This design comes from an exercise in tuning for small area and a short achievable clock period on the open sky130 flow, not from production work. Function was not checked in any run shown here: the RTL went through the layout flow alone. No activity file was given, so power comes from the tool's default toggle rates.

`design/flow/design.v`:
```
package hansen_icache_pkg;
    localparam int LINES    = 16;
    localparam int WORDS    = 4;
    localparam int OFFSET_W = 2;
    localparam int INDEX_W  = 4;
    localparam int TAG_W    = 24;
endpackage
module hansen_icache_nand4 (input logic a, b, c, d, output logic y);
    assign y = !(a && b && c && d);
endmodule
module hansen_icache_nor2 (input logic a, b, output logic y);
    assign y = !(a || b);
endmodule
module hansen_icache_xnor2 (input logic a, b, output logic y);
    assign y = !(a ^ b);
endmodule
module hansen_icache_and3 (input logic a, b, c, output logic y);
    assign y = a && b && c;
endmodule
module hansen_icache_dec2 (input logic [1:0] a, output logic [3:0] y);
    assign y = 4'b0001 << a;
endmodule
module hansen_icache_rd8 (
    input  logic [7:0] sel,
    input  logic [7:0] d,
    output logic       y
);
    assign y = |(sel & d);
endmodule
module hansen_icache_rdbit (
    input  logic [63:0] sel,
    input  logic [63:0] d,
    output logic        y
);
    logic [7:0] u;    
    logic [3:0] v;
    for (genvar k = 0; k < 8; k++) begin : g_u
        hansen_icache_rd8 u_u (.sel(sel[8*k+7:8*k]), .d(d[8*k+7:8*k]), .y(u[k]));
    end
    for (genvar n = 0; n < 4; n++) begin : g_v
        hansen_icache_nor2 u_v (.a(u[2*n]), .b(u[2*n+1]), .y(v[n]));
    end
    hansen_icache_nand4 u_y (.a(v[0]), .b(v[1]), .c(v[2]), .d(v[3]), .y(y));
endmodule
module hansen_icache_tagcmp (
    input  logic [23:0] stored,
    input  logic [23:0] tag,
    input  logic        vsel,
    output logic        y
);
    logic [23:0] eq;
    logic [5:0]  n;
    logic [2:0]  m;
    for (genvar j = 0; j < 24; j++) begin : g_eq
        hansen_icache_xnor2 u_eq (.a(stored[j]), .b(tag[j]), .y(eq[j]));
    end
    for (genvar k = 0; k < 6; k++) begin : g_n
        hansen_icache_nand4 u_n (.a(eq[4*k]), .b(eq[4*k+1]), .c(eq[4*k+2]), .d(eq[4*k+3]), .y(n[k]));
    end
    for (genvar k = 0; k < 3; k++) begin : g_m
        hansen_icache_nor2 u_m (.a(n[2*k]), .b(n[2*k+1]), .y(m[k]));
    end
    hansen_icache_nand4 u_y (.a(m[0]), .b(m[1]), .c(m[2]), .d(vsel), .y(y));
endmodule
module hansen_icache_data (
    input  logic        clk,
    input  logic [3:0]  rd_index,
    input  logic [1:0]  rd_offset,
    input  logic [23:0] rd_tag,
    input  logic [15:0] rd_valid,
    output logic [31:0] rd_data,
    output logic [1:0]  rd_miss,     
    input  logic        wr_en,
    input  logic [3:0]  wr_index,
    input  logic [1:0]  wr_offset,
    input  logic [31:0] wr_data,
    input  logic        tag_we,
    input  logic [23:0] wr_tag
);
    logic [31:0] data_mem [64];
    logic [23:0] tag_mem  [16];
    logic [63:0] word_sel [4];
    logic [15:0] vsel, line_hit_n;
    logic [3:0]  q;
    logic [3:0]  dec_w [4], dec_lo [4], dec_hi [4];
    for (genvar c = 0; c < 4; c++) begin : g_dec
        hansen_icache_dec2 u_dec_w  (.a(rd_offset),     .y(dec_w[c]));
        hansen_icache_dec2 u_dec_lo (.a(rd_index[1:0]), .y(dec_lo[c]));
        hansen_icache_dec2 u_dec_hi (.a(rd_index[3:2]), .y(dec_hi[c]));
        for (genvar i = 0; i < 16; i++) begin : g_sel
            for (genvar j = 0; j < 4; j++) begin : g_w
                hansen_icache_and3 u_wsel (.a(dec_w[c][j]), .b(dec_lo[c][i%4]), .c(dec_hi[c][i/4]),
                                           .y(word_sel[c][i*4+j]));
            end
        end
    end
    for (genvar i = 0; i < 16; i++) begin : g_vsel
        hansen_icache_and3 u_vsel (.a(rd_valid[i]), .b(dec_lo[0][i%4]), .c(dec_hi[0][i/4]), .y(vsel[i]));
    end
    for (genvar b = 0; b < 32; b++) begin : g_rd
        logic [63:0] d;
        for (genvar w = 0; w < 64; w++) begin : g_d
            assign d[w] = data_mem[w][b];
        end
        hansen_icache_rdbit u_bit (.sel(word_sel[b/8]), .d(d), .y(rd_data[b]));
    end
    for (genvar i = 0; i < 16; i++) begin : g_tag
        hansen_icache_tagcmp u_cmp (.stored(tag_mem[i]), .tag(rd_tag), .vsel(vsel[i]), .y(line_hit_n[i]));
    end
    for (genvar k = 0; k < 4; k++) begin : g_q
        hansen_icache_nand4 u_q (.a(line_hit_n[4*k]), .b(line_hit_n[4*k+1]), .c(line_hit_n[4*k+2]),
                                 .d(line_hit_n[4*k+3]), .y(q[k]));
    end
    hansen_icache_nor2 u_miss0 (.a(q[0]), .b(q[1]), .y(rd_miss[0]));
    hansen_icache_nor2 u_miss1 (.a(q[2]), .b(q[3]), .y(rd_miss[1]));
    always_ff @(posedge clk) begin
        for (int i = 0; i < 16; i++) begin
            for (int j = 0; j < 4; j++)
                if (wr_en && wr_index == 4'(i) && wr_offset == 2'(j))
                    data_mem[i*4+j] <= wr_data;
            if (tag_we && wr_index == 4'(i))
                tag_mem[i] <= wr_tag;
        end
    end
endmodule
module hansen_icache #(
    parameter int LINES      = 16,
    parameter int WORDS      = 4,
    parameter int MISS_CNT_W = 16
) (
    input  logic                  clk,
    input  logic                  reset_n,
    input  logic [31:0]           cpu_addr,
    output logic [31:0]           cpu_rdata,
    output logic                  cpu_hit,
    output logic                  cpu_stall,
    input  logic                  flush,
    output logic                  mem_req,
    output logic [31:0]           mem_addr,
    input  logic                  mem_ack,
    input  logic                  mem_rvalid,
    input  logic [31:0]           mem_rdata,
    output logic [MISS_CNT_W-1:0] miss_count
);
    logic        busy;
    logic [15:0] valid;
    logic [1:0]  beat;
    logic        flush_pending;
    logic [27:0] line_addr;
    logic [3:0]  fill_index;
    logic [1:0]  line_miss;
    logic        start_miss, filling, beat_wr, last_beat;
    logic [1:0]  unused_addr_bits;
    assign unused_addr_bits = cpu_addr[1:0];
    assign mem_addr   = {line_addr, 4'b0000};
    assign fill_index = line_addr[3:0];
    assign cpu_hit    = !(busy || (line_miss[0] && line_miss[1]));
    assign cpu_stall  = !cpu_hit;
    assign start_miss = !busy && line_miss[0] && line_miss[1] && !flush;
    assign filling    = busy && !mem_req;
    assign beat_wr    = filling && mem_rvalid;
    assign last_beat  = beat_wr && (beat == 2'd3);
    hansen_icache_data u_data (
        .clk       (clk),
        .rd_index  (cpu_addr[7:4]),
        .rd_offset (cpu_addr[3:2]),
        .rd_tag    (cpu_addr[31:8]),
        .rd_valid  (valid),
        .rd_data   (cpu_rdata),
        .rd_miss   (line_miss),
        .wr_en     (beat_wr),
        .wr_index  (fill_index),
        .wr_offset (beat),
        .wr_data   (mem_rdata),
        .tag_we    (last_beat),
        .wr_tag    (line_addr[27:4])
    );
    always_ff @(posedge clk or negedge reset_n) begin
        if (!reset_n) begin
            busy          <= 1'b0;
            valid         <= '0;
            mem_req       <= 1'b0;
            line_addr     <= '0;
            beat          <= '0;
            miss_count    <= '0;
            flush_pending <= 1'b0;
        end else begin
            if (start_miss) begin
                busy      <= 1'b1;
                mem_req   <= 1'b1;
                line_addr <= cpu_addr[31:4];
                if (miss_count != '1)
                    miss_count <= miss_count + MISS_CNT_W'(1);
            end
            if (mem_req && mem_ack) begin
                mem_req <= 1'b0;
                beat    <= '0;
            end
            if (beat_wr)
                beat <= beat + 2'd1;
            if (last_beat) begin
                busy              <= 1'b0;
                valid[fill_index] <= !flush_pending;
                flush_pending     <= 1'b0;
            end
            if (flush)
                valid <= '0;
            if (flush && busy && !last_beat)
                flush_pending <= 1'b1;
        end
    end
endmodule
```
`design/flow/run.sh`:
```
#!/bin/bash
# synth_recipe.tcl (not shown) runs the flow's synth.tcl, then flattens the netlist and writes it again
# the make line also repeats each setting of config.mk as NAME=value (left out here)
make -C /OpenROAD-flow-scripts/flow DESIGN_CONFIG=/design/flow/config.mk WORK_HOME=/design/flow/orfs CLKGATE_MAP_FILE= SYNTH_SCRIPT=/design/flow/synth_recipe.tcl finish
```
`design/flow/config.mk`:
```
export PLATFORM = sky130hd
export DESIGN_NAME = hansen_icache
export DESIGN_NICKNAME = hansen_icache
export VERILOG_FILES = /design/flow/design.v
export SDC_FILE = /design/flow/constraint.sdc
export NUM_CORES = 4
export LEC_CHECK = 0
export CAP_MARGIN = 20
export CORE_MARGIN = 2
export CORE_UTILIZATION = 60
export CTS_BUF_LIST = sky130_fd_sc_hd__clkbuf_16
export CTS_CLUSTER_DIAMETER = 60
export CTS_CLUSTER_SIZE = 24
export PLACE_DENSITY = 0.75
export SETUP_SLACK_MARGIN = 2.0
export SLEW_MARGIN = 20
export SYNTH_HIERARCHICAL = 1
export SYNTH_MINIMUM_KEEP_SIZE = 0
```
`design/flow/constraint.sdc`:
```
create_clock -name core_clock -period 5.5 [get_ports {clk}]
set_input_delay 1.1000 -clock core_clock [delete_from_list [all_inputs] [get_ports {clk}]]
set_output_delay 1.1000 -clock core_clock [all_outputs]
set_load 0.01 [all_outputs]
```
==> results.txt, run 1 <==
Setup crit end: cpu_rdata[2]
WHS: 0.403 ns
Clock slew at reported path FFs: 0.08 ns
Die Y: 398 µm
Worst Setup SP: cpu_addr[4]
Worst R2R Path Depth: 7
Final Hold Vio Count: 0
Part of the cycle the worst path needs: 82.3%
Worst Path Max Fanout: 8
Post-synth cell types: 60
Ys async rst share: 2.60%
Crit-path slowest cell: a22oi_1
Sink Count: 2,497
Ports: 152
Initial core utilization: 60.4%
Most common cell in the netlist: edfxtp_1
Final #Nets: 5,904
Area Growth Syn to Fin: 17.8%
Final Max Slew Viols: 0
CTS buffer count: 143
Vias: 55.0k
Initial antenna violation count: 9
DRT antenna net count: 0
Syn Area/Cell: 18.0 µm²
Port Buffer Count: 145
Met1 WL: 90.1 mm
Final setup viols: 0
Share of cells above drive strength 1: 24.6%
Leak: 34.0 nW
Insertion delay to the later sink of the worst-skew pair: 0.81 ns
Largest net degree at the start of global routing: 66
Gpl congestion: 0.881
Leading post-synthesis cells by cell area: edfxtp_1 78%, a22oi_1 8.3%, xnor2_1 3.7%, nand4_1 2.7%, and3_1 1.8%
First-pass GRT wire length: 354 mm
Setup crit start kind: input port
Max Fclk: 221 MHz
Highest routed layer: met5
Kind of cell adding the most delay to the critical path: simple AND/OR/NAND/NOR gates
Crit Reg-Reg Endpoint: u_data.data_mem[19][13]
GRT Util Overall: 31.0%
Vias in the first global route: 52.5k
Core ar.: 154,000 µm²
Req. time, crit path: 4.40 ns
Critical Path AT: 3.43 ns
Setup TNS: 0 ns
# hold bufs at CTS: 0
Predominant post-synthesis flop cell: edfxtp_1
Yosys top cell by area: edfxtp_1
Setup CP Type: in2out
TritonRoute pass-1 iters: 6
CP max stage delay: 0.29 ns
Hold Crit Class: in2async
DIE WIDTH: 398 µm
Post-route DRC: 0
Maximum VDD drop: 0.349 mV
Rel. slew slack: 26.9%
Worst r2r src: busy
Synthesis-stage register bit count: 2,497
Total gr overflow: 0
CP Depth: 13
CP Capture Type: primary output
CTS tree: done
Initial drt markers: 7,324
Slew of the pin with the lowest slew margin: 1.09 ns
Routed wl met2: 121 mm
Power per cell area: 343 nW/µm²
Routed wl met3: 27.9 mm
R2r setup slk: 2.31 ns
Status: no timing/DRC/antenna violations
Overall routed net length: 253 mm
FP Rows: 144
Clock period minus worst slack: 4.53 ns
Critical Path, Cell by Cell: buf_6, buf_6, buf_12, buf_12, buf_4, and2b_2, and3_4, a22oi_1, nand4_1, nor2_2, nand4_1, buf_4, buf_6
H-Tree Level Count: 4
RSZ-0062 raised after global routing: yes
Register area share after synthesis: 80.2%
Max-cap violations: 0
Synth top area share: 78.5%
Commonest cells post-synth: 2,432 x edfxtp_1, 1,024 x a22oi_1, 408 x nand4_1
Bufs on Longest Clock Path: 3
Number of synthesized flops with an enable pin: 2,432
Synth warn: 16
DR WL/cell: 31.8 µm
Syn Std Cell Area: 93,100 µm²
Max Clock Skew: 0.0287 ns
Worst Path Buf+Inv: 7
Die area: 158,000 µm²
Clock Tree Root: clkbuf_16
Cell mode on critical path: buf_6
Average vias per placed instance: 6.90
Syn Inst Count: 5,179
Fill count: 8,990
DP HPWL: 146 mm
per-stage QoR:
step / std cells / worst slack [ns] / instance area (µm²) / utilization (%) / total power, W
after floorplan: 5182 / 1.54 / 93200 / - / 0.0239
after global placement: 7538 / -0.254 / 99200 / 64.4 / 0.0258
after detailed placement: 7540 / -0.308 / 99200 / 64.4 / 0.0259
after CTS: 7840 / 1.05 / 107000 / 69.4 / 0.0374
after global routing: 7962 / 0.967 / 110000 / 71.2 / 0.0385
final: 7967 / 0.973 / 110000 / 71.2 / 0.0376
where the power goes:
part           switching (W)  leakage, nW  internal (W)  total [W]
clock network        0.00621         2.28       0.00549     0.0117
registers           0.000833         22.7        0.0219     0.0227
logic                0.00211         9.03       0.00110    0.00322
per-module statistics from Yosys (local to each module, per instance), excerpt:
module | copies in the design | flip-flops and latches | cell area (µm²) | cells
hansen_icache_data | 1 | 2432 | 73700 | 2552
hansen_icache_xnor2 | 384 | 0 | 8.76 | 1
hansen_icache | 1 | 65 | 3140 | 317
hansen_icache_nand4 | 148 | 0 | 6.26 | 1
hansen_icache_dec2 | 12 | 0 | 26.3 | 4
hansen_icache_and3 | 272 | 0 | 6.26 | 1
hansen_icache_nor2 | 178 | 0 | 3.75 | 1
hansen_icache_rd8 | 256 | 0 | 36.3 | 5
cell usage in the layout, fill, tap and decap left out, types with 12 or more instances in the layout:
cell,instances
a22oi_1,799
a22oi_2,225
and2_4,14
and2b_4,17
and3_1,31
and3_2,48
and3_4,194
buf_12,82
buf_2,25
buf_4,252
buf_6,34
clkbuf_16,163
clkbuf_2,14
clkdlybuf4s50_1,48
clkinvlp_4,13
dfrtp_1,50
dfrtp_2,15
dlymetal6s2s_1,17
edfxtp_1,2432
inv_1,17
nand2_1,97
nand3_1,17
nand4_1,408
nor2_1,77
nor2_2,97
nor2_4,114
nor2b_4,12
xnor2_1,376
xnor2_2,12
worst min path at each step:
| stage | end | cells after the start | slack, ns |
|---|---|---|---|
| global placement | flush_pending | 2 | 0.50 |
| finish | mem_req | 1 | 0.40 |
| floorplan | valid[0] | 2 | 0.48 |
| global route | miss_count[15] | 1 | 0.47 |
| detailed placement | miss_count[13] | 1 | 0.51 |
| CTS | line_addr[26] | 1 | 0.40 |
sequential cells by signal (all words and copies together) (netlist names):
signal,flops
line_addr,28
miss_count,16
flush_pending,1
mem_req,1
busy,1
u_data.data_mem,2048
beat,2
u_data.tag_mem,384
valid,16
per-layer routing:
| layer | vias up | GRT usage [%] |
|---|---|---|
| li1 | 22800 | - |
| met4 | 10 | 14.7 |
| met1 | 27800 | 40.6 |
| met5 | - | 0 |
| met2 | 3626 | 49.5 |
| met3 | 672 | 7.20 |
repair_timing:
| action | CTS | global route |
|---|---|---|
| pin swaps | 176 | 223 |
| endpoints found under the setup margin | 326 | 519 |
| gates cloned | 35 | 15 |
| buffers inserted | 33 | 103 |
| resized for setup | 847 | 429 |
logic make-up after synthesis:
kind of cell,synth area share [%]
flip-flops,80.2
AND/OR/NAND/NOR,7.11
AO/OA/AOI/OAI,8.53
XOR/XNOR,3.73
buffers and inverters,0.218
multiplexers,0.106
adder cells (fa/ha/maj),0.0807
other,0.00403
area by class of cell:
class / count / area (µm²) / area share, %
clock buffers: 149 / 3730 / 3.40
diodes: 7 / 17.5 / 0.0160
multi-input cells: 2664 / 21900 / 20.0
well taps: 2044 / 2560 / 2.33
flip-flops and latches: 2497 / 74700 / 68.1
repair buffers: 512 / 5750 / 5.25
clock inverters: 83 / 970 / 0.884
inverters: 11 / 41.3 / 0.0377
==> run 2, diff against run 1 <==
--- a/design/flow/design.v
+++ b/design/flow/design.v
@@ -13,6 +13,12 @@
 endmodule
 module hansen_icache_xnor2 (input logic a, b, output logic y);
     assign y = !(a ^ b);
+endmodule
+module hansen_icache_a21oi (input logic a1, a2, b, output logic y);
+    assign y = !((a1 && a2) || b);
+endmodule
+module hansen_icache_a21o (input logic a1, a2, b, output logic y);
+    assign y = (a1 && a2) || b;
 endmodule
 module hansen_icache_and3 (input logic a, b, c, output logic y);
     assign y = a && b && c;
@@ -94,8 +100,11 @@
             end
         end
     end
+    logic [3:0] vdec_lo, vdec_hi;
+    hansen_icache_dec2 u_vdec_lo (.a(rd_index[1:0]), .y(vdec_lo));
+    hansen_icache_dec2 u_vdec_hi (.a(rd_index[3:2]), .y(vdec_hi));
     for (genvar i = 0; i < 16; i++) begin : g_vsel
-        hansen_icache_and3 u_vsel (.a(rd_valid[i]), .b(dec_lo[0][i%4]), .c(dec_hi[0][i/4]), .y(vsel[i]));
+        hansen_icache_and3 u_vsel (.a(rd_valid[i]), .b(vdec_lo[i%4]), .c(vdec_hi[i/4]), .y(vsel[i]));
     end
     for (genvar b = 0; b < 32; b++) begin : g_rd
         logic [63:0] d;
@@ -154,8 +163,8 @@
     assign unused_addr_bits = cpu_addr[1:0];
     assign mem_addr   = {line_addr, 4'b0000};
     assign fill_index = line_addr[3:0];
-    assign cpu_hit    = !(busy || (line_miss[0] && line_miss[1]));
-    assign cpu_stall  = !cpu_hit;
+    hansen_icache_a21oi u_hit   (.a1(line_miss[0]), .a2(line_miss[1]), .b(busy), .y(cpu_hit));
+    hansen_icache_a21o  u_stall (.a1(line_miss[0]), .a2(line_miss[1]), .b(busy), .y(cpu_stall));
     assign start_miss = !busy && line_miss[0] && line_miss[1] && !flush;
     assign filling    = busy && !mem_req;
     assign beat_wr    = filling && mem_rvalid;
==> design/flow/flow/run.sh (new file) <==
#!/bin/bash
# Layout flow: the standard ORFS flow (standard.sh: its synthesis, floorplan, power grid and
# tap cells unchanged) with two settings it does not expose:
#  - clock tree synthesis clusters up to 24 flip-flops per clkbuf_16 leaf and adds no dummy
#    balancing loads;
#  - every input and output port gets a buf_2 port buffer (the resizer still upsizes the ones
#    on critical paths) instead of the default delay-cell-sized buffer.
# make's full output goes to flow_make.log here; each ORFS step also keeps its own log under
# orfs/logs/.
set -euo pipefail
CTS="-sink_clustering_enable -repair_clock_nets -sink_clustering_size 24"
CTS="$CTS -sink_clustering_max_diameter 60 -buf_list sky130_fd_sc_hd__clkbuf_16 -dont_use_dummy_load"
bash standard.sh "CTS_ARGS=$CTS" "BUFFER_PORTS_ARGS=-buffer_cell sky130_fd_sc_hd__buf_2" finish \
    > flow_make.log 2>&1
==> design/flow/standard.sh (new file) <==
#!/bin/bash
# synth_recipe.tcl (not shown) runs the flow's synth.tcl, then flattens the netlist and writes it again
# the make line also repeats each setting of config.mk as NAME=value (left out here)
make -C /OpenROAD-flow-scripts/flow DESIGN_CONFIG=/design/flow/config.mk WORK_HOME=/design/flow/orfs CLKGATE_MAP_FILE= SYNTH_SCRIPT=/design/flow/synth_recipe.tcl "${@:-finish}"
==> design/flow/config.mk (replaced) <==
export PLATFORM = sky130hd
export DESIGN_NAME = hansen_icache
export DESIGN_NICKNAME = hansen_icache
export VERILOG_FILES = /design/flow/design.v
export SDC_FILE = /design/flow/constraint.sdc
export NUM_CORES = 4
export LEC_CHECK = 0
export CAP_MARGIN = 30
export CORE_MARGIN = 2
export CORE_UTILIZATION = 60
export PLACE_DENSITY = 0.75
export SETUP_SLACK_MARGIN = 2.0
export SLEW_MARGIN = 30
export SYNTH_HIERARCHICAL = 1
export SYNTH_MINIMUM_KEEP_SIZE = 0
removed: design/flow/run.sh
==> run 2 against run 1 <==
  * Still clean
  * Final cell count decreased by 2.9%
  * Routed wire length decreased by 8.9%
  * Sequential power about the same
  * Clock power decreased by 15%
  * Die area increased by 0.17%
==> results.txt, run 2 <==
Insertion delay to the later sink of the worst-skew pair: 0.80 ns (was 0.81 ns)
Multi-input logic area: 22,100 µm² (was 21,900 µm²)
Most common cell in the netlist: edfxtp_1 (unchanged)
Synth top area share: 78.3% (was 78.5%)
Area after DPL: 98,300 µm² (was 99,200 µm²)
Max Fclk: 230 MHz (was 221 MHz)
Max-cap violations: 0 (unchanged)
RSZ-0062 raised after global routing: yes (unchanged)
Leak: 32.1 nW (was 34.0 nW)
Reg area: 74,700 µm² (about the same)
Req. time, crit path: 4.40 ns (about the same)
CTS tree: done (unchanged)
Power per cell area: 332 nW/µm² (was 343 nW/µm²)
Max Clock Skew: 0.0800 ns (was 0.0287 ns)
DR WL/cell: 29.9 µm (was 31.8 µm)
Critical Path AT: 3.24 ns (was 3.43 ns)
Most common cell after layout, fill and taps aside: edfxtp_1 (unchanged)
DP HPWL: 140 mm (was 146 mm)
Part of the cycle the worst path needs: 78.9% (was 82.3%)
Final Max Slew Viols: 0 (unchanged)
Most frequent cells in the layout: 2,432 x edfxtp_1, 742 x a22oi_1, 422 x nand4_1 (was 2,432 x edfxtp_1, 799 x a22oi_1, 408 x nand4_1)
Hold Crit Class: in2async (unchanged)
Register area share after synthesis: 80.1% (was 80.2%)
Syn Area/Cell: 17.9 µm² (was 18.0 µm²)
Cell mode on critical path: nand4_1 (was buf_6)
CP Capture Type: primary output (unchanged)
Largest net degree at the start of global routing: 66 (unchanged)
Critical Path, Cell by Cell: buf_16, buf_12, and2b_4, and3_4, a22oi_2, nand4_1, nor2_2, nand4_1, buf_2 (was buf_6, buf_6, buf_12, buf_12, buf_4, and2b_2, and3_4, a22oi_1, nand4_1, nor2_2, nand4_1, buf_4, buf_6)
Rel. slew slack: 36.0% (was 26.9%)
Ys async rst share: 2.60% (unchanged)
Overall routed net length: 231 mm (was 253 mm)
Post-route DRC: 0 (unchanged)
Area Growth Syn to Fin: 13.9% (was 17.8%)
Clock Tree Root: clkbuf_16 (unchanged)
DRT antenna net count: 0 (unchanged)
CTS buffer count: 141 (was 143)
FP Rows: 144 (unchanged)
Synth warn: 16 (unchanged)
Clock slew at reported path FFs: 0.06 ns (was 0.08 ns)
Total gr overflow: 0 (unchanged)
Status: no timing/DRC/antenna violations (unchanged)
Gpl congestion: 0.896 (was 0.881)
Clock period minus worst slack: 4.34 ns (was 4.53 ns)
Largest register FFs: 2,048 (unchanged)
Final setup viols: 0 (unchanged)
Initial core utilization: 60.4% (about the same)
Ports: 152 (unchanged)
# hold bufs at CTS: 0 (unchanged)
Syn Inst Count: 5,217 (was 5,179)
Commonest cells post-synth: 2,432 x edfxtp_1, 1,025 x a22oi_1, 422 x nand4_1 (was 2,432 x edfxtp_1, 1,024 x a22oi_1, 408 x nand4_1)
Setup TNS: 0 ns (unchanged)
Syn Std Cell Area: 93,200 µm² (was 93,100 µm²)
Predominant post-synthesis flop cell: edfxtp_1 (unchanged)
Synthesis-stage register bit count: 2,497 (unchanged)
Vias: 53.1k (was 55.0k)
Share of cells above drive strength 1: 22.5% (was 24.6%)
Slew of the pin with the lowest slew margin: 0.957 ns (was 1.09 ns)
Die area: 159,000 µm² (was 158,000 µm²)
Crit-path slowest cell: nand4_1 (was a22oi_1)
Biggest register: u_data.data_mem (unchanged)
GRT Util Overall: 28.7% (was 31.0%)
H-Tree Level Count: 4 (unchanged)
Bufs on Longest Clock Path: 3 (unchanged)
Biggest regs: u_data.data_mem x2048, u_data.tag_mem x384, line_addr x28 (unchanged)
Initial drt markers: 6,839 (was 7,324)
Initial antenna violation count: 7 (was 9)
Port Buffer Count: 145 (unchanged)
TritonRoute pass-1 iters: 6 (unchanged)
Maximum VDD drop: 0.250 mV (was 0.349 mV)
Setup crit start kind: input port (unchanged)
Final Hold Vio Count: 0 (unchanged)
Vias in the first global route: 50.9k (was 52.5k)
Number of synthesized flops with an enable pin: 2,432 (unchanged)
Fill count: 9,378 (was 8,990)
DIE WIDTH: 398 µm (about the same)
CP max stage delay: 0.35 ns (was 0.29 ns)
Average vias per placed instance: 6.87 (was 6.90)
Yosys top cell by area: edfxtp_1 (unchanged)
Die Y: 398 µm (about the same)
Fin area: 106,000 µm² (was 110,000 µm²)
Setup CP Type: in2out (unchanged)
Core ar.: 154,000 µm² (about the same)
Worst Path Max Fanout: 8 (unchanged)
Final #Nets: 5,764 (was 5,904)
Post-synth cell types: 60 (unchanged)
Sink Count: 2,497 (unchanged)
First-pass GRT wire length: 332 mm (was 354 mm)
Leading post-synthesis cells by cell area: edfxtp_1 78%, a22oi_1 8.3%, xnor2_1 3.6%, nand4_1 2.8%, and3_1 1.9% (was edfxtp_1 78%, a22oi_1 8.3%, xnor2_1 3.7%, nand4_1 2.7%, and3_1 1.8%)
## run 2: final cells by class
class	instances	area share, %
flip-flops and latches	2497	70.3
inverters	7	0.0247
clock buffers	141	3.32
repair buffers	346	3.12
multi-input cells	2696	20.8
diodes	1	0.00236
well taps	2044	2.41
## run 2: per-layer routing
metal / wire length (µm) / up-vias / GRT usage [%]
met4: 7250 / 4 / 9.28
met1: 85700 / 27100 / 39.3
met2: 112000 / 3113 / 46.0
met3: 26300 / 404 / 6.60
met5: 17 / - / 0
li1: - / 22500 / -
## run 2: kinds of logic (layout without fill, tap and decap cells)
group                      Yosys count  in the layout  synth area share (%)
muxes                                7              7                0.0832
and+or+nand+nor                   1194           1207                  7.20
xor gates and xnor gates           391            391                  3.67
DFF                               2497           2497                  80.1
buffers and inverters               40            494                 0.223
adders and majority gates            6              6                0.0805
AOI/OAI and AO/OA                 1081           1081                  8.65
other                                1              5               0.00402
## run 2: worst paths after layout
kind | startpoint | endpoint | slack, ns | cells past startpoint
setup / recovery | cpu_addr[4] | cpu_rdata[28] | 1.16 | 9
hold / removal | reset_n | miss_count[7] | 0.42 | 2
setup reg to reg | busy | u_data.data_mem[29][9] | 2.14 | 6
hold reg to reg | miss_count[14] | miss_count[14] | 0.52 | 1
max in group asynchronous | reset_n | valid[7] | 4.59 | 2
min in group core_clock | miss_count[14] | miss_count[14] | 0.52 | 1
## run 2: what timing repair did
item / in CTS / in global routing
buffers inserted: 30 / 34
pin swaps: 243 / 176
endpoints found under the setup margin: 91 / 61
cloned: 17 / 3
gates resized for setup: 865 / 164
## run 2: modules after synthesis, one instance, submodules excluded, a selection
module / area [µm²] / flops+latches
hansen_icache_a21o: 7.51 / 0
hansen_icache_rd8: 36.3 / 0
hansen_icache_a21oi: 8.76 / 0
hansen_icache_nand4: 6.26 / 0
hansen_icache_nor2: 3.75 / 0
hansen_icache: 3240 / 65
hansen_icache_dec2: 26.3 / 0
hansen_icache_and3: 6.26 / 0
hansen_icache_data: 73700 / 2432
hansen_icache_xnor2: 8.76 / 0
## run 2: worst max-delay path: cells and delay by family
kind,cells,cell delay (ns)
buffers and inverters,3,0.56
AND/OR/NAND/NOR,5,1.36
AO/OA/AOI/OAI,1,0.18
## run 2: power by group
group | switching, W | internal [W]
registers | 0.000724 | 0.0218
clock network | 0.00546 | 0.00456
logic | 0.00198 | 0.000798
total | 0.00816 | 0.0271
## run 2: through the flow
stage	power, W	std cells	hold slack [ns]	worst slack (ns)	util (%)
3_5_place_dp	0.0254	7504	0.512	0.503	63.8
3_3_place_gp	0.0253	7483	0.501	0.525	63.3
4_1_cts	0.0353	7692	0.503	1.30	68.2
2_1_floorplan	0.0238	5220	0.492	1.54	-
5_1_grt	0.0362	7731	0.426	1.24	68.9
6_report	0.0353	7732	0.423	1.16	68.9
==> run 3, diff against run 2 <==
==> design/flow/flow/run.sh (replaced) <==
#!/bin/bash
# Layout flow: the standard ORFS flow (standard.sh: its synthesis, floorplan, power grid and
# tap cells unchanged) with two settings it does not expose:
#  - clock tree synthesis clusters up to 30 flip-flops per clkbuf_16 leaf and adds no dummy
#    balancing loads;
#  - every input and output port gets a buf_2 port buffer (the resizer still upsizes the ones
#    on critical paths) instead of the default delay-cell-sized buffer.
# make's full output goes to flow_make.log here; each ORFS step also keeps its own log under
# orfs/logs/.
set -euo pipefail
CTS="-sink_clustering_enable -repair_clock_nets -sink_clustering_size 30"
CTS="$CTS -sink_clustering_max_diameter 60 -buf_list sky130_fd_sc_hd__clkbuf_16 -dont_use_dummy_load"
bash standard.sh "CTS_ARGS=$CTS" "BUFFER_PORTS_ARGS=-buffer_cell sky130_fd_sc_hd__buf_2" finish \
    > flow_make.log 2>&1
==> run 3 against run 2 <==
  * Still clean
  * Flip-flop and latch count unchanged
  * First-iteration DRC count decreased by 0.25%
  * Clock skew decreased by 0.0057 ns
  * Critical endpoint is now cpu_rdata[1]
  * Critical path depth unchanged
  * Worst hold slack got worse by 0.027 ns
  * Highest routed layer unchanged
  * Design area decreased by 1.3%
  * Via count decreased by 1.3%
  * Power decreased by 0.97%
  * Combinational power decreased by 2%
==> results.txt, run 3 <==
Total gr overflow: 0 (unchanged)
Req. time, crit path: 4.40 ns (about the same)
DIE WIDTH: 398 µm (unchanged)
DR WL/cell: 29.3 µm (was 29.9 µm)
Post-synth cell types: 60 (unchanged)
Die area: 159,000 µm² (unchanged)
CP Capture Type: primary output (unchanged)
Initial antenna violation count: 8 (was 7)
Reg area: 74,700 µm² (unchanged)
Yosys top cell by area: edfxtp_1 (unchanged)
Sequential cell fraction of total power: 64.4% (was 63.8%)
Final #Nets: 5,719 (was 5,764)
Pre-CTS setup slack: 0.503 ns (unchanged)
Biggest register: u_data.data_mem (unchanged)
First-pass GRT wire length: 325 mm (was 332 mm)
Multi-input logic area: 21,300 µm² (was 22,100 µm²)
Insertion delay to the later sink of the worst-skew pair: 0.82 ns (was 0.80 ns)
Hold Crit Class: in2async (unchanged)
Leak: 31.8 nW (was 32.1 nW)
H-Tree Level Count: 4 (unchanged)
Setup crit start kind: input port (unchanged)
Worst Setup SP: cpu_addr[4] (unchanged)
Final Power: 0.0350 W (was 0.0353 W)
Average vias per placed instance: 6.82 (was 6.87)
Largest register FFs: 2,048 (unchanged)
Sw Pwr: 0.00807 W (was 0.00816 W)
Setup ws final: 1.20 ns (was 1.16 ns)
Predominant post-synthesis flop cell: edfxtp_1 (unchanged)
Overall routed net length: 226 mm (was 231 mm)
Syn Std Cell Area: 93,200 µm² (unchanged)
Sink Count: 2,497 (unchanged)
Routed wl met2: 110 mm (was 112 mm)
Most frequent cells in the layout: 2,432 x edfxtp_1, 845 x a22oi_1, 422 x nand4_1 (was 2,432 x edfxtp_1, 742 x a22oi_1, 422 x nand4_1)
GRT Util Overall: 28.0% (was 28.7%)
Highest routed layer: met5 (unchanged)
Max Clock Skew: 0.0743 ns (was 0.0800 ns)
Fill count: 9,636 (was 9,378)
Port Buffer Count: 145 (unchanged)
Ports: 152 (unchanged)
Clock slew at reported path FFs: 0.06 ns (about the same)
Clock power share: 27.9% (was 28.4%)
Leading post-synthesis cells by cell area: edfxtp_1 78%, a22oi_1 8.3%, xnor2_1 3.6%, nand4_1 2.8%, and3_1 1.9% (unchanged)
Initial core utilization: 60.4% (unchanged)
Share of cells above drive strength 1: 19.4% (was 22.5%)
Biggest regs: u_data.data_mem x2048, u_data.tag_mem x384, line_addr x28 (unchanged)
Clock period minus worst slack: 4.30 ns (was 4.34 ns)
Syn Inst Count: 5,217 (unchanged)
Switch share: 23.1% (about the same)
Setup CP Type: in2out (unchanged)
Synth top area share: 78.3% (unchanged)
Ys async rst share: 2.60% (unchanged)
Status: no timing/DRC/antenna violations (unchanged)
CTS tree: done (unchanged)
Synthesis-stage register bit count: 2,497 (unchanged)
Cell mode on critical path: nand4_1 (unchanged)
Fin util: 67.9% (was 68.9%)
DRT antenna net count: 0 (unchanged)
Met1 WL: 84.4 mm (was 85.7 mm)
Slew of the pin with the lowest slew margin: 1.03 ns (was 0.957 ns)
DP HPWL: 140 mm (unchanged)
Worst Path Buf+Inv: 3 (unchanged)
Clock Tree Root: clkbuf_16 (unchanged)
Int Power: 0.0269 W (was 0.0271 W)
CTS buffer count: 134 (was 141)
Max-cap violations: 0 (unchanged)
Critical Path AT: 3.20 ns (was 3.24 ns)
Commonest cells post-synth: 2,432 x edfxtp_1, 1,025 x a22oi_1, 422 x nand4_1 (unchanged)
Worst r2r src: busy (unchanged)
Setup TNS: 0 ns (unchanged)
Max Fclk: 232 MHz (was 230 MHz)
Kind of cell adding the most delay to the critical path: simple AND/OR/NAND/NOR gates (unchanged)
Crit-path slowest cell: nand4_1 (unchanged)
Synth warn: 16 (unchanged)
Vias: 52.5k (was 53.1k)
Largest net degree at the start of global routing: 66 (unchanged)
Most common cell in the netlist: edfxtp_1 (unchanged)
Bufs on Longest Clock Path: 3 (unchanged)
Part of the cycle the worst path needs: 78.2% (was 78.9%)
Syn Area/Cell: 17.9 µm² (unchanged)
FP Rows: 144 (unchanged)
Final Hold Vio Count: 0 (unchanged)
Power per cell area: 334 nW/µm² (was 332 nW/µm²)
Area Growth Syn to Fin: 12.4% (was 13.9%)
Vias in the first global route: 50.3k (was 50.9k)
Worst Path Max Fanout: 8 (unchanged)
Maximum VDD drop: 0.304 mV (was 0.250 mV)
Routed wl met3: 24.6 mm (was 26.3 mm)
Final Max Slew Viols: 0 (unchanged)
Combinational Power Share: 7.8% (was 7.9%)
# hold bufs at CTS: 0 (unchanged)
Number of synthesized flops with an enable pin: 2,432 (unchanged)
Register area share after synthesis: 80.1% (unchanged)
Critical Path, Cell by Cell: buf_16, buf_12, and2b_4, and3_4, a22oi_1, nand4_1, nor2_4, nand4_1, buf_2 (was buf_16, buf_12, and2b_4, and3_4, a22oi_2, nand4_1, nor2_2, nand4_1, buf_2)
Core ar.: 154,000 µm² (unchanged)
Most common cell after layout, fill and taps aside: edfxtp_1 (unchanged)
RSZ-0062 raised after global routing: yes (unchanged)
TritonRoute pass-1 iters: 6 (unchanged)
Gpl congestion: 0.896 (unchanged)
Post-route DRC: 0 (unchanged)
Die Y: 398 µm (unchanged)
CP max stage delay: 0.34 ns (was 0.35 ns)
Final setup viols: 0 (unchanged)
Rel. slew slack: 31.3% (was 36.0%)
Initial drt markers: 6,822 (was 6,839)
[run 3: layer usage]
layer,vias to the layer above,global-route usage [%]
li1,22400,-
met1,26700,38.7
met2,2938,45.3
met3,376,5.65
met4,4,8.52
met5,-,0
[run 3: through the flow]
stage / hold slack (ns) / instance area (µm²) / cells
floorplan: 0.492 / 93300 / 5220
global placement: 0.501 / 97700 / 7483
detailed placement: 0.512 / 98300 / 7504
CTS: 0.491 / 104000 / 7663
global route: 0.420 / 105000 / 7686
finish: 0.396 / 105000 / 7688
[run 3: area by class of cell]
| cell class | instances | share of cell area, % |
|---|---|---|
| Antenna cell | 2 | 0.00478 |
| Inverter | 7 | 0.0251 |
| Timing Repair Buffer | 312 | 2.74 |
| Multi-Input combinational cell | 2692 | 20.3 |
| Tap cell | 2044 | 2.44 |
| Sequential cell | 2497 | 71.2 |
| Clock buffer | 134 | 3.20 |
[run 3: what timing repair did]
action / CTS / global route
cloned: 8 / 4
setup endpoints to repair: 104 / 61
setup buffers: 17 / 17
pin swaps: 114 / 140
resized for setup: 544 / 261
[run 3: Yosys stat by module (local to each module, per instance), excerpt]
module               cells  area, µm²
hansen_icache          345       3240
hansen_icache_rd8        5       36.3
hansen_icache_a21oi      1       8.76
hansen_icache_dec2       4       26.3
hansen_icache_and3       1       6.26
hansen_icache_xnor2      1       8.76
hansen_icache_a21o       1       7.51
hansen_icache_nor2       1       3.75
hansen_icache_nand4      1       6.26
[run 3: final timing paths]
kind	to	slack, ns	depth (start not counted)
max	cpu_rdata[1]	1.20	9
min	miss_count[13]	0.40	2
max reg2reg	u_data.data_mem[29][10]	2.15	6
min reg2reg	miss_count[12]	0.53	1
max in group asynchronous	line_addr[1]	4.59	2
min in group core_clock	miss_count[12]	0.53	1
[run 3: power by group through the flow]
stage	clock [W]	combinational [W]	sequential [W]
global route	0.0104	0.00288	0.0226
CTS	0.00982	0.00262	0.0225
global placement	0	0.00239	0.0229
detailed placement	0	0.00250	0.0229
finish	0.00975	0.00272	0.0225
floorplan	0	0.00115	0.0226
[run 3: cells by family (layout without fill, tap and decap cells)]
logic type | Yosys count | after routing | share of synthesized area, %
flops | 2497 | 2497 | 80.1
simple gates | 1194 | 1203 | 7.20
compound gates | 1081 | 1081 | 8.65
xor+xnor | 391 | 391 | 3.67
buf+inv | 40 | 453 | 0.223
mux | 7 | 7 | 0.0832
fa+ha+maj | 6 | 6 | 0.0805
other cells | 1 | 6 | 0.00402
==> run 4, diff against run 3 <==
--- a/design/flow/design.v
+++ b/design/flow/design.v
@@ -26,27 +26,23 @@
 module hansen_icache_dec2 (input logic [1:0] a, output logic [3:0] y);
     assign y = 4'b0001 << a;
 endmodule
-module hansen_icache_rd8 (
-    input  logic [7:0] sel,
-    input  logic [7:0] d,
-    output logic       y
-);
-    assign y = |(sel & d);
+module hansen_icache_mux4 (input logic [1:0] s, input logic [3:0] d, output logic y);
+    assign y = d[s];
 endmodule
 module hansen_icache_rdbit (
-    input  logic [63:0] sel,
+    input  logic [5:0]  addr,
     input  logic [63:0] d,
     output logic        y
 );
-    logic [7:0] u;    
-    logic [3:0] v;
-    for (genvar k = 0; k < 8; k++) begin : g_u
-        hansen_icache_rd8 u_u (.sel(sel[8*k+7:8*k]), .d(d[8*k+7:8*k]), .y(u[k]));
-    end
-    for (genvar n = 0; n < 4; n++) begin : g_v
-        hansen_icache_nor2 u_v (.a(u[2*n]), .b(u[2*n+1]), .y(v[n]));
-    end
-    hansen_icache_nand4 u_y (.a(v[0]), .b(v[1]), .c(v[2]), .d(v[3]), .y(y));
+    logic [15:0] l1;
+    logic [3:0]  l2;
+    for (genvar k = 0; k < 16; k++) begin : g_l1
+        hansen_icache_mux4 u_m (.s(addr[1:0]), .d(d[4*k+3:4*k]), .y(l1[k]));
+    end
+    for (genvar k = 0; k < 4; k++) begin : g_l2
+        hansen_icache_mux4 u_m (.s(addr[3:2]), .d(l1[4*k+3:4*k]), .y(l2[k]));
+    end
+    hansen_icache_mux4 u_y (.s(addr[5:4]), .d(l2), .y(y));
 endmodule
 module hansen_icache_tagcmp (
     input  logic [23:0] stored,
@@ -85,33 +81,20 @@
 );
     logic [31:0] data_mem [64];
     logic [23:0] tag_mem  [16];
-    logic [63:0] word_sel [4];
     logic [15:0] vsel, line_hit_n;
     logic [3:0]  q;
-    logic [3:0]  dec_w [4], dec_lo [4], dec_hi [4];
-    for (genvar c = 0; c < 4; c++) begin : g_dec
-        hansen_icache_dec2 u_dec_w  (.a(rd_offset),     .y(dec_w[c]));
-        hansen_icache_dec2 u_dec_lo (.a(rd_index[1:0]), .y(dec_lo[c]));
-        hansen_icache_dec2 u_dec_hi (.a(rd_index[3:2]), .y(dec_hi[c]));
-        for (genvar i = 0; i < 16; i++) begin : g_sel
-            for (genvar j = 0; j < 4; j++) begin : g_w
-                hansen_icache_and3 u_wsel (.a(dec_w[c][j]), .b(dec_lo[c][i%4]), .c(dec_hi[c][i/4]),
-                                           .y(word_sel[c][i*4+j]));
-            end
-        end
-    end
-    logic [3:0] vdec_lo, vdec_hi;
-    hansen_icache_dec2 u_vdec_lo (.a(rd_index[1:0]), .y(vdec_lo));
-    hansen_icache_dec2 u_vdec_hi (.a(rd_index[3:2]), .y(vdec_hi));
-    for (genvar i = 0; i < 16; i++) begin : g_vsel
-        hansen_icache_and3 u_vsel (.a(rd_valid[i]), .b(vdec_lo[i%4]), .c(vdec_hi[i/4]), .y(vsel[i]));
+    logic [3:0]  dec_lo, dec_hi;
+    hansen_icache_dec2 u_dec_lo (.a(rd_index[1:0]), .y(dec_lo));
+    hansen_icache_dec2 u_dec_hi (.a(rd_index[3:2]), .y(dec_hi));
+    for (genvar i = 0; i < 16; i++) begin : g_sel
+        hansen_icache_and3 u_vsel (.a(rd_valid[i]), .b(dec_lo[i%4]), .c(dec_hi[i/4]), .y(vsel[i]));
     end
     for (genvar b = 0; b < 32; b++) begin : g_rd
         logic [63:0] d;
         for (genvar w = 0; w < 64; w++) begin : g_d
             assign d[w] = data_mem[w][b];
         end
-        hansen_icache_rdbit u_bit (.sel(word_sel[b/8]), .d(d), .y(rd_data[b]));
+        hansen_icache_rdbit u_bit (.addr({rd_index, rd_offset}), .d(d), .y(rd_data[b]));
     end
     for (genvar i = 0; i < 16; i++) begin : g_tag
         hansen_icache_tagcmp u_cmp (.stored(tag_mem[i]), .tag(rd_tag), .vsel(vsel[i]), .y(line_hit_n[i]));
==> design/flow/run.sh (new file) <==
#!/bin/bash
# synth_recipe.tcl (not shown) runs the flow's synth.tcl, then flattens the netlist and writes it again
# the make line also repeats each setting of config.mk as NAME=value (left out here)
make -C /OpenROAD-flow-scripts/flow DESIGN_CONFIG=/design/flow/config.mk WORK_HOME=/design/flow/orfs CLKGATE_MAP_FILE= SYNTH_SCRIPT=/design/flow/synth_recipe.tcl finish
--- a/design/flow/config.mk
+++ b/design/flow/config.mk
@@ -5,11 +5,14 @@
 export SDC_FILE = /design/flow/constraint.sdc
 export NUM_CORES = 4
 export LEC_CHECK = 0
-export CAP_MARGIN = 30
+export CAP_MARGIN = 20
 export CORE_MARGIN = 2
 export CORE_UTILIZATION = 60
+export CTS_BUF_LIST = sky130_fd_sc_hd__clkbuf_16
+export CTS_CLUSTER_DIAMETER = 60
+export CTS_CLUSTER_SIZE = 24
 export PLACE_DENSITY = 0.75
 export SETUP_SLACK_MARGIN = 2.0
-export SLEW_MARGIN = 30
+export SLEW_MARGIN = 20
 export SYNTH_HIERARCHICAL = 1
 export SYNTH_MINIMUM_KEEP_SIZE = 0
removed: design/flow/flow/run.sh
removed: design/flow/standard.sh
==> run 4 against run 3 <==
  * Power grew 9.8%
  * Core utilization rose by 2.3 points
  * Via count fell by 5.0%
  * Non-clock buffer count grew 277
  * Die area increased by 3.5%
  * Synthesized cell count decreased by 21%
  * Clock skew fell by 0.032 ns
  * Count of clock-buffer cells in the layout up 16
  * Largest power group unchanged
==> results.txt, run 4 <==
Ys async rst share: 2.60% (unchanged)
Syn Std Cell Area: 96,500 µm² (was 93,200 µm²)
Fill count: 8,990 (was 9,636)
FP Rows: 147 (was 144)
Final Power: 0.0384 W (was 0.0350 W)
Overall routed net length: 267 mm (was 226 mm)
Commonest cells post-synth: 2,432 x edfxtp_1, 672 x mux4_2, 389 x xnor2_1 (was 2,432 x edfxtp_1, 1,025 x a22oi_1, 422 x nand4_1)
Worst Path Buf+Inv: 5 (was 3)
Insertion delay to the later sink of the worst-skew pair: 0.82 ns (about the same)
Post-route DRC: 0 (unchanged)
TritonRoute pass-1 iters: 6 (unchanged)
Bufs on Longest Clock Path: 3 (unchanged)
Vias in the first global route: 48.6k (was 50.3k)
Number of synthesized flops with an enable pin: 2,432 (unchanged)
Most common cell after layout, fill and taps aside: edfxtp_1 (unchanged)
Max-cap violations: 0 (unchanged)
Port Buffer Count: 145 (unchanged)
Final setup viols: 0 (unchanged)
Final #Nets: 4,919 (was 5,719)
Clock slew at reported path FFs: 0.09 ns (was 0.06 ns)
Syn Area/Cell: 23.3 µm² (was 17.9 µm²)
DIE WIDTH: 405 µm (was 398 µm)
Register area share after synthesis: 77.4% (was 80.1%)
Post-synth cell types: 66 (was 60)
Final Max Slew Viols: 0 (unchanged)
CP Capture Type: primary output (unchanged)
Gpl congestion: 0.853 (was 0.896)
Worst Path Max Fanout: 8 (unchanged)
Critical Path AT: 3.66 ns (was 3.20 ns)
Setup crit start kind: input port (unchanged)
Rel. slew slack: 26.9% (was 31.3%)
Max Clock Skew: 0.0421 ns (was 0.0743 ns)
Sink Count: 2,497 (unchanged)
GRT Util Overall: 32.9% (was 28.0%)
Share of cells above drive strength 1: 32.9% (was 19.4%)
# hold bufs at CTS: 0 (unchanged)
Clock period minus worst slack: 4.76 ns (was 4.30 ns)
Worst R2R Path Depth: 6 (unchanged)
Biggest register: u_data.data_mem (unchanged)
Most frequent cells in the layout: 2,432 x edfxtp_1, 672 x mux4_2, 349 x xnor2_1 (was 2,432 x edfxtp_1, 845 x a22oi_1, 422 x nand4_1)
Setup CP Type: in2out (unchanged)
Final Hold Vio Count: 0 (unchanged)
Initial core utilization: 60.2% (was 60.4%)
CTS buffer count: 144 (was 134)
Leading post-synthesis cells by cell area: edfxtp_1 76%, mux4_2 16%, xnor2_1 3.5%, dfrtp_1 1.7%, nand4_1 0.87% (was edfxtp_1 78%, a22oi_1 8.3%, xnor2_1 3.6%, nand4_1 2.8%, and3_1 1.9%)
Synth top area share: 75.7% (was 78.3%)
DP HPWL: 136 mm (was 140 mm)
H-Tree Level Count: 4 (unchanged)
Most common cell in the netlist: edfxtp_1 (unchanged)
DR WL/cell: 37.6 µm (was 29.3 µm)
Ports: 152 (unchanged)
Largest net degree at the start of global routing: 66 (unchanged)
Vias: 49.8k (was 52.5k)
Setup TNS: 0 ns (unchanged)
Die area: 164,000 µm² (was 159,000 µm²)
Clock Tree Root: clkbuf_16 (unchanged)
Synth warn: 12 (was 16)
Crit-path slowest cell: mux4_2 (was nand4_1)
CP Depth: 8 (was 9)
Req. time, crit path: 4.40 ns (about the same)
Largest register FFs: 2,048 (unchanged)
Status: no timing/DRC/antenna violations (unchanged)
Initial antenna violation count: 13 (was 8)
Kind of cell adding the most delay to the critical path: multiplexers (was simple AND/OR/NAND/NOR gates)
Slew of the pin with the lowest slew margin: 1.10 ns (was 1.03 ns)
Biggest regs: u_data.data_mem x2048, u_data.tag_mem x384, line_addr x28 (unchanged)
Syn Inst Count: 4,138 (was 5,217)
Area Growth Syn to Fin: 16.7% (was 12.4%)
RSZ-0062 raised after global routing: yes (unchanged)
Hold Crit Class: in2async (unchanged)
First-pass GRT wire length: 369 mm (was 325 mm)
Core ar.: 160,000 µm² (was 154,000 µm²)
Critical Path, Cell by Cell: buf_16, buf_16, buf_12, buf_12, mux4_2, mux4_2, mux4_2, buf_6 (was buf_16, buf_12, and2b_4, and3_4, a22oi_1, nand4_1, nor2_4, nand4_1, buf_2)
Cell mode on critical path: mux4_2 (was nand4_1)
Max Fclk: 210 MHz (was 232 MHz)
DRT antenna net count: 0 (unchanged)
Leak: 35.5 nW (was 31.8 nW)
Predominant post-synthesis flop cell: edfxtp_1 (unchanged)
Multi-input logic area: 22,700 µm² (was 21,300 µm²)
Reg area: 74,700 µm² (about the same)
CTS tree: done (unchanged)
Part of the cycle the worst path needs: 86.5% (was 78.2%)
Total gr overflow: 0 (unchanged)
Maximum VDD drop: 0.381 mV (was 0.304 mV)
Initial drt markers: 7,467 (was 6,822)
Average vias per placed instance: 7.02 (was 6.82)
Yosys top cell by area: edfxtp_1 (unchanged)
CP max stage delay: 0.62 ns (was 0.34 ns)
Power per cell area: 341 nW/µm² (was 334 nW/µm²)
Die Y: 405 µm (was 398 µm)
Synthesis-stage register bit count: 2,497 (unchanged)
-- run 4: cell count changes in the layout (fill, tap and decap cells not counted), sizes merged, moves of 34 or more --
cell           delta
a22oi          -1024
mux4            +672
nand4           -287
and3            -258
buf             +201
nor2            -141
clkdlybuf4s50    +56
inv              +38
clkinv           +34
-- run 4: report_power, final --
group	total [W]	internal, W	leakage (nW)	switching (W)
combinational	0.00405	0.00173	10.4	0.00232
clock	0.0118	0.00548	2.31	0.00633
sequential	0.0225	0.0218	22.7	0.000758
total	0.0384	0.0290	35.5	0.00941
-- run 4: per-module statistics from Yosys, one instance, submodules excluded, a selection --
| module | cells | cell area, µm² |
|---|---|---|
| hansen_icache_data | 2552 | 73700 |
| hansen_icache | 338 | 3250 |
| hansen_icache_dec2 | 4 | 26.3 |
| hansen_icache_mux4 | 1 | 22.5 |
| hansen_icache_a21oi | 1 | 8.76 |
| hansen_icache_xnor2 | 1 | 8.76 |
| hansen_icache_a21o | 1 | 7.51 |
| hansen_icache_and3 | 1 | 6.26 |
| hansen_icache_nand4 | 1 | 6.26 |
| hansen_icache_nor2 | 1 | 3.75 |
-- run 4: what timing repair did --
| action | 4_1_cts | 5_1_grt |
|---|---|---|
| setup endpoints to repair | 216 | 170 |
| pin swaps | 92 | 7 |
| resized for setup | 557 | 36 |
| setup buffers | 114 | 28 |
| gates cloned | 50 | 2 |
-- run 4: worst paths after layout --
check	startpoint	end	slack, ns
worst min register to register	miss_count[9]	miss_count[9]	0.53
min in group core_clock	miss_count[9]	miss_count[9]	0.53
max in group asynchronous	reset_n	line_addr[3]	4.30
worst min-delay path	reset_n	line_addr[20]	0.48
worst max-delay path	cpu_addr[2]	cpu_rdata[24]	0.74
worst max register to register	beat[0]	u_data.tag_mem[11][13]	2.27
-- run 4: worst reg2reg max path, delay by kind of cell (launching register included) --
family,cells,cell delay [ns]
and+or+nand+nor,3,1.19
buffers and inverters,2,0.84
DFF,1,0.65
adders and majority gates,1,0.24
-- run 4: cells by family after synthesis --
kind of cell,after synthesis,synth area share (%)
flops,2497,77.4
mux,679,15.8
simple gates,471,2.62
xor+xnor,394,3.58
compound gates,52,0.372
buf+inv,38,0.197
fa+ha+maj,6,0.0778
other cells,1,0.00389
-- run 4: stage by stage --
stage          util (%)  instance area, µm²  setup slack (ns)  cells  hold WS (ns)
4_1_cts            70.0              112000             0.808   7064         0.485
5_1_grt            70.3              113000             0.792   7096         0.538
2_1_floorplan         -               96600              1.54   4141         0.481
3_5_place_dp       64.7              104000             0.276   6662         0.509
6_report           70.3              113000             0.745   7097         0.483
3_3_place_gp       64.7              104000             0.326   6662         0.506
-- run 4: cell type report --
type                       instances  area share, %
sequential                      2497           66.3
multi-input combinational       1606           20.2
timing repair buffer             589           6.90
clock buffer                     150           3.33
tap                             2160           2.40
clock inverter                    88          0.841
inverter                           6         0.0200
antenna                            1        0.00222
-- run 4: layer usage --
layer / global-route usage (%) / share of wire (%) / vias to the layer above
li1: - / - / 19000
met1: 44.9 / 35 / 26300
met2: 52.1 / 49 / 3837
met3: 7.57 / 12 / 659
met4: 13.3 / 4.6 / 22
met5: 0 / 0.049 / -
==> run 5, diff against run 4 <==
==> design/flow/design.v (replaced) <==
package hansen_icache_pkg;
    localparam int LINES    = 16;
    localparam int WORDS    = 4;
    localparam int OFFSET_W = 2;
    localparam int INDEX_W  = 4;
    localparam int TAG_W    = 24;
endpackage
module hansen_icache_data (
    input  logic        clk,
    input  logic [3:0]  rd_index,
    input  logic [1:0]  rd_offset,
    input  logic [23:0] rd_tag,
    input  logic [15:0] rd_valid,
    output logic [31:0] rd_data,
    output logic        rd_match,
    input  logic        wr_en,
    input  logic [3:0]  wr_index,
    input  logic [1:0]  wr_offset,
    input  logic [31:0] wr_data,
    input  logic        tag_we,
    input  logic [23:0] wr_tag
);
    logic [31:0] data_mem [64];
    logic [23:0] tag_mem  [16];
    logic [15:0] line_sel;
    logic [3:0]  word_sel;
    logic [15:0] line_match;
    always_comb begin
        for (int i = 0; i < 16; i++) begin
            line_sel[i]   = (rd_index == 4'(i));
            line_match[i] = rd_valid[i] && (tag_mem[i] == rd_tag);
        end
        for (int j = 0; j < 4; j++)
            word_sel[j] = (rd_offset == 2'(j));
        rd_match = |(line_sel & line_match);
        rd_data  = '0;
        for (int i = 0; i < 16; i++)
            for (int j = 0; j < 4; j++)
                rd_data = rd_data | (data_mem[i*4+j] & {32{line_sel[i] && word_sel[j]}});
    end
    always_ff @(posedge clk) begin
        for (int i = 0; i < 16; i++) begin
            for (int j = 0; j < 4; j++)
                if (wr_en && wr_index == 4'(i) && wr_offset == 2'(j))
                    data_mem[i*4+j] <= wr_data;
            if (tag_we && wr_index == 4'(i))
                tag_mem[i] <= wr_tag;
        end
    end
endmodule
module hansen_icache #(
    parameter int LINES      = 16,
    parameter int WORDS      = 4,
    parameter int MISS_CNT_W = 16
) (
    input  logic                  clk,
    input  logic                  reset_n,
    input  logic [31:0]           cpu_addr,
    output logic [31:0]           cpu_rdata,
    output logic                  cpu_hit,
    output logic                  cpu_stall,
    input  logic                  flush,
    output logic                  mem_req,
    output logic [31:0]           mem_addr,
    input  logic                  mem_ack,
    input  logic                  mem_rvalid,
    input  logic [31:0]           mem_rdata,
    output logic [MISS_CNT_W-1:0] miss_count
);
    logic        busy;
    logic [15:0] valid;
    logic [1:0]  beat;
    logic        flush_pending;
    logic [27:0] line_addr;
    logic [3:0]  fill_index;
    logic        line_match, start_miss, filling, beat_wr, last_beat;
    logic [1:0]  unused_addr_bits;
    assign unused_addr_bits = cpu_addr[1:0];
    assign mem_addr   = {line_addr, 4'b0000};
    assign fill_index = line_addr[3:0];
    assign cpu_hit    = !busy && line_match;
    assign cpu_stall  = !cpu_hit;
    assign start_miss = !busy && !line_match && !flush;
    assign filling    = busy && !mem_req;
    assign beat_wr    = filling && mem_rvalid;
    assign last_beat  = beat_wr && (beat == 2'd3);
    hansen_icache_data u_data (
        .clk       (clk),
        .rd_index  (cpu_addr[7:4]),
        .rd_offset (cpu_addr[3:2]),
        .rd_tag    (cpu_addr[31:8]),
        .rd_valid  (valid),
        .rd_data   (cpu_rdata),
        .rd_match  (line_match),
        .wr_en     (beat_wr),
        .wr_index  (fill_index),
        .wr_offset (beat),
        .wr_data   (mem_rdata),
        .tag_we    (last_beat),
        .wr_tag    (line_addr[27:4])
    );
    always_ff @(posedge clk or negedge reset_n) begin
        if (!reset_n) begin
            busy          <= 1'b0;
            valid         <= '0;
            mem_req       <= 1'b0;
            line_addr     <= '0;
            beat          <= '0;
            miss_count    <= '0;
            flush_pending <= 1'b0;
        end else begin
            if (start_miss) begin
                busy      <= 1'b1;
                mem_req   <= 1'b1;
                line_addr <= cpu_addr[31:4];
                if (miss_count != '1)
                    miss_count <= miss_count + MISS_CNT_W'(1);
            end
            if (mem_req && mem_ack) begin
                mem_req <= 1'b0;
                beat    <= '0;
            end
            if (beat_wr)
                beat <= beat + 2'd1;
            if (last_beat) begin
                busy              <= 1'b0;
                valid[fill_index] <= !flush_pending;
                flush_pending     <= 1'b0;
            end
            if (flush)
                valid <= '0;
            if (flush && busy && !last_beat)
                flush_pending <= 1'b1;
        end
    end
endmodule
==> design/flow/config.mk (replaced) <==
export PLATFORM = sky130hd
export DESIGN_NAME = hansen_icache
export DESIGN_NICKNAME = hansen_icache
export VERILOG_FILES = /design/flow/design.v
export SDC_FILE = /design/flow/constraint.sdc
export NUM_CORES = 4
export LEC_CHECK = 0
export CAP_MARGIN = 20
export CORE_MARGIN = 2
export CORE_UTILIZATION = 40
export SLEW_MARGIN = 20
==> run 5 against run 4 <==
  * Now fails the layout checks on setup timing
  * Design area fell by 0.44%
  * Critical path type unchanged
  * Non-clock buffer count rose by 162
  * Sequential power barely moved
  * Flip-flop and latch count did not move
  * Worst setup slack got worse by 0.85 ns
  * Count of clock-buffer cells in the layout rose by 142
  * Routed wire length rose by 38%
  * Core utilization fell by 22 points
  * Largest power group unchanged
==> results.txt, run 5 <==
Maximum VDD drop: 0.356 mV (was 0.381 mV)
CP Capture Type: primary output (unchanged)
Most common cell after layout, fill and taps aside: edfxtp_1 (unchanged)
Max Clock Skew: 0.104 ns (was 0.0421 ns)
Die Y: 485 µm (was 405 µm)
Status: finished with violations (was no timing/DRC/antenna violations)
CTS buffer count: 236 (was 144)
Sequential cell fraction of total power: 53.4% (was 58.7%)
Overall routed net length: 367 mm (was 267 mm)
Ports: 152 (unchanged)
Leading post-synthesis cells by cell area: edfxtp_1 79%, a221oi_1 4.6%, a22o_1 4.6%, xnor2_1 2.1%, dfrtp_1 1.8% (was edfxtp_1 76%, mux4_2 16%, xnor2_1 3.5%, dfrtp_1 1.7%, nand4_1 0.87%)
Initial antenna violation count: 19 (was 13)
Sink Count: 2,497 (unchanged)
DP HPWL: 203 mm (was 136 mm)
Gpl congestion: 0.856 (was 0.853)
FP Rows: 176 (was 147)
Power per cell area: 375 nW/µm² (was 341 nW/µm²)
Final #Nets: 5,681 (was 4,919)
Total gr overflow: 0 (unchanged)
Synth top area share: 78.9% (was 75.7%)
Most frequent cells in the layout: 2,432 x edfxtp_1, 490 x a22o_1, 431 x a221oi_1 (was 2,432 x edfxtp_1, 672 x mux4_2, 349 x xnor2_1)
Share of cells above drive strength 1: 21.1% (was 32.9%)
Number of synthesized flops with an enable pin: 2,432 (unchanged)
Clock power share: 38.4% (was 30.8%)
Biggest register: u_data.data_mem (unchanged)
Initial drt markers: 11.8k (was 7,467)
Fill count: 18.6k (was 8,990)
Worst R2R Path Depth: 7 (was 6)
Most common cell in the netlist: edfxtp_1 (unchanged)
Area Growth Syn to Fin: 21.0% (was 16.7%)
RSZ-0062 raised after global routing: yes (unchanged)
Syn Inst Count: 4,880 (was 4,138)
DIE WIDTH: 485 µm (was 405 µm)
Critical Path, Cell by Cell: clkdlybuf4s50_1, buf_12, nand4b_1, buf_4, buf_4, nor2_4, buf_12, a22oi_1, nand4_1, nor4_2, nand2_1, clkdlybuf4s50_1 (was buf_16, buf_16, buf_12, buf_12, mux4_2, mux4_2, mux4_2, buf_6)
Critical Path AT: 4.50 ns (was 3.66 ns)
Final Max Slew Viols: 0 (unchanged)
# hold bufs at CTS: 0 (unchanged)
Hold Crit Class: in2async (unchanged)
Worst Path Buf+Inv: 6 (was 5)
Synthesis-stage register bit count: 2,497 (unchanged)
Initial core utilization: 40.2% (was 60.2%)
Insertion delay to the later sink of the worst-skew pair: 0.91 ns (was 0.82 ns)
Part of the cycle the worst path needs: 102% (was 86.5%)
Ys async rst share: 2.60% (unchanged)
Final Hold Vio Count: 0 (unchanged)
Port Buffer Count: 145 (unchanged)
Pre-CTS setup slack: -0.360 ns (was 0.276 ns)
Multi-input logic area: 17,800 µm² (was 22,700 µm²)
Vias: 58.7k (was 49.8k)
First-pass GRT wire length: 480 mm (was 369 mm)
Register area share after synthesis: 80.6% (was 77.4%)
Die area: 235,000 µm² (was 164,000 µm²)
Core ar.: 230,000 µm² (was 160,000 µm²)
Rel. slew slack: 14.0% (was 26.9%)
Largest net degree at the start of global routing: 66 (unchanged)
Largest register FFs: 2,048 (unchanged)
Yosys top cell by area: edfxtp_1 (unchanged)
Syn Std Cell Area: 92,600 µm² (was 96,500 µm²)
Setup TNS: -0.255 ns (was 0 ns)
Max Fclk: 178 MHz (was 210 MHz)
Fin util: 48.7% (was 70.3%)
H-Tree Level Count: 4 (unchanged)
Combinational Power Share: 8.2% (was 10.6%)
Crit-path slowest cell: nor2_4 (was mux4_2)
Final setup viols: 7 (was 0)
Vias in the first global route: 54.2k (was 48.6k)
Syn Area/Cell: 19.0 µm² (was 23.3 µm²)
Post-synth cell types: 46 (was 66)
DRT antenna net count: 0 (unchanged)
Clock Tree Root: clkbuf_16 (unchanged)
Sw Pwr: 0.0103 W (was 0.00941 W)
Biggest regs: u_data.data_mem x2048, u_data.tag_mem x384, line_addr x28 (unchanged)
CTS tree: done (unchanged)
Commonest cells post-synth: 2,432 x edfxtp_1, 490 x a221oi_1, 490 x a22o_1 (was 2,432 x edfxtp_1, 672 x mux4_2, 389 x xnor2_1)
Int Power: 0.0317 W (was 0.0290 W)
GRT Util Overall: 30.3% (was 32.9%)
Max-cap violations: 0 (unchanged)
Setup ws final: -0.102 ns (was 0.745 ns)
CP max stage delay: 0.76 ns (was 0.62 ns)
Clock slew at reported path FFs: 0.07 ns (was 0.09 ns)
Clock period minus worst slack: 5.60 ns (was 4.76 ns)
Leak: 36.2 nW (was 35.5 nW)
Predominant post-synthesis flop cell: edfxtp_1 (unchanged)
Average vias per placed instance: 6.64 (was 7.02)
Switch share: 24.5% (about the same)
Synth warn: 4 (was 12)
DR WL/cell: 41.6 µm (was 37.6 µm)
Worst Path Max Fanout: 16 (was 8)
Bufs on Longest Clock Path: 3 (unchanged)
Setup CP Type: in2out (unchanged)
Req. time, crit path: 4.40 ns (about the same)
Failing Checks: setup timing
Reg area: 74,700 µm² (about the same)
Setup crit start kind: input port (unchanged)
CP Depth: 12 (was 8)
Kind of cell adding the most delay to the critical path: buffers and inverters (was multiplexers)
Post-route DRC: 0 (unchanged)
TritonRoute pass-1 iters: 8 (was 6)
Slew of the pin with the lowest slew margin: 1.29 ns (was 1.10 ns)
==> run 5: changes by cell type in the layout (fill, tap and decap cells not counted), moves of 59 or more <==
cell / delta
a22o_1: +490
xor2_1: +170
buf_4: +181
a221oi_1: +431
a221oi_2: +59
xnor2_1: -128
mux4_2: -672
and2_4: +62
clkbuf_16: +85
==> run 5: timing repair <==
action	in CTS	in global routing
pin swaps	21	18
buffers inserted	33	8
hold endpoints to repair	0	0
gates resized for setup	61	65
gates cloned	0	3
setup endpoints to repair	34	28
==> run 5: final cells by class <==
class / instances / area share [%]
antenna: 19 / 0.0424
clock buffer: 292 / 5.51
clock inverter: 139 / 1.20
inverter: 9 / 0.0301
multi-input combinational: 2107 / 15.9
sequential: 2497 / 66.6
tap: 3026 / 3.38
timing repair buffer: 751 / 7.33
==> run 5: metal layers <==
metal  global-route usage, %  up-vias  share of wire (%)
met2                    45.0     5488                 44
li1                        -    21900                  -
met5                       0        -              0.027
met4                    14.6       16                5.6
met1                    40.7    30300                 36
met3                    8.88     1019                 15
==> run 5: cells by family after synthesis <==
group,Yosys count,share of synthesized area (%)
flip-flops,2497,80.6
AO/OA/AOI/OAI,1060,9.87
AND/OR/NAND/NOR,601,3.74
XOR/XNOR,397,3.75
buffers and inverters,281,1.48
multiplexers,33,0.395
adder cells (fa/ha/maj),10,0.135
other,1,0.00405
==> run 5: power groups by stage <==
stage                     registers (W)  clock network [W]  logic (W)
after global routing             0.0225             0.0168    0.00354
after floorplan                  0.0227                  0    0.00104
final                            0.0224             0.0161    0.00345
after CTS                        0.0225             0.0161    0.00334
after global placement           0.0228                  0    0.00326
after detailed placement         0.0228                  0    0.00330
==> run 5: final timing paths <==
| kind | startpoint | end | slack (ns) |
|---|---|---|---|
| setup / recovery | cpu_addr[5] | cpu_rdata[13] | -0.10 |
| hold / removal | reset_n | line_addr[10] | 0.35 |
| setup reg to reg | busy | u_data.data_mem[46][4] | 2.01 |
| hold reg to reg | miss_count[12] | miss_count[12] | 0.50 |
| max in group asynchronous | reset_n | line_addr[26] | 4.47 |
| min in group core_clock | miss_count[12] | miss_count[12] | 0.50 |
==> run 5: worst register-to-register path, stage by stage, from the launching register on <==
cell	delay, ns
dfrtp_1	0.54
nand2_1	0.18
nor2_1	0.13
buf_4	0.21
nand2_1	0.20
nor2_1	0.44
and2_4	0.73
buf_4	0.60
==> run 5: per-stage QoR <==
step / power, W / instance area, µm² / hold slack, ns / cells
2_1_floorplan: 0.0237 / 92600 / 0.486 / 4883
3_3_place_gp: 0.0261 / 103000 / 0.500 / 8331
3_5_place_dp: 0.0261 / 103000 / 0.493 / 8343
4_1_cts: 0.0418 / 112000 / 0.357 / 8807
5_1_grt: 0.0428 / 112000 / 0.393 / 8823
6_report: 0.0420 / 112000 / 0.346 / 8840

## re-timing with driven ports
The results above use ideal ports. As a check the final layouts listed here were re-extracted and re-timed, cells and wires unchanged. Step 1, drivers: a clkbuf_16 drives clk and a buf_2 each remaining input, both assumed. Step 2 moves the port delays by t, midway between the first and last clock arrival at a register: inputs arrive t later, outputs are due t later. That takes back most of the time a late clock gives input paths. Three values: ideal, step 1, step 2; two values: the first two.
run | shift t [ns] | setup WS [ns] | hold slack, ns
run 1 | 0.885 | 0.973 / 0.941 / 0.941 | 0.403 / 0.345 / 0.530
run 2 | 0.849 | 1.160 / 0.879 / 0.879 | 0.423 / 0.368 / 0.524
run 3 | 0.872 | 1.197 / 1.023 / 1.023 | 0.396 / 0.326 / 0.531
run 4 | 0.890 | 0.745 / 0.489 / 0.489 | 0.483 / 0.416 / 0.528
run 5 | 0.966 | -0.102 / -0.220 / -0.220 | 0.346 / 0.278 / 0.501
The setup slack of run 2, which loses most, moves by -0.281 ns with the drivers and by -0.281 ns with both steps.
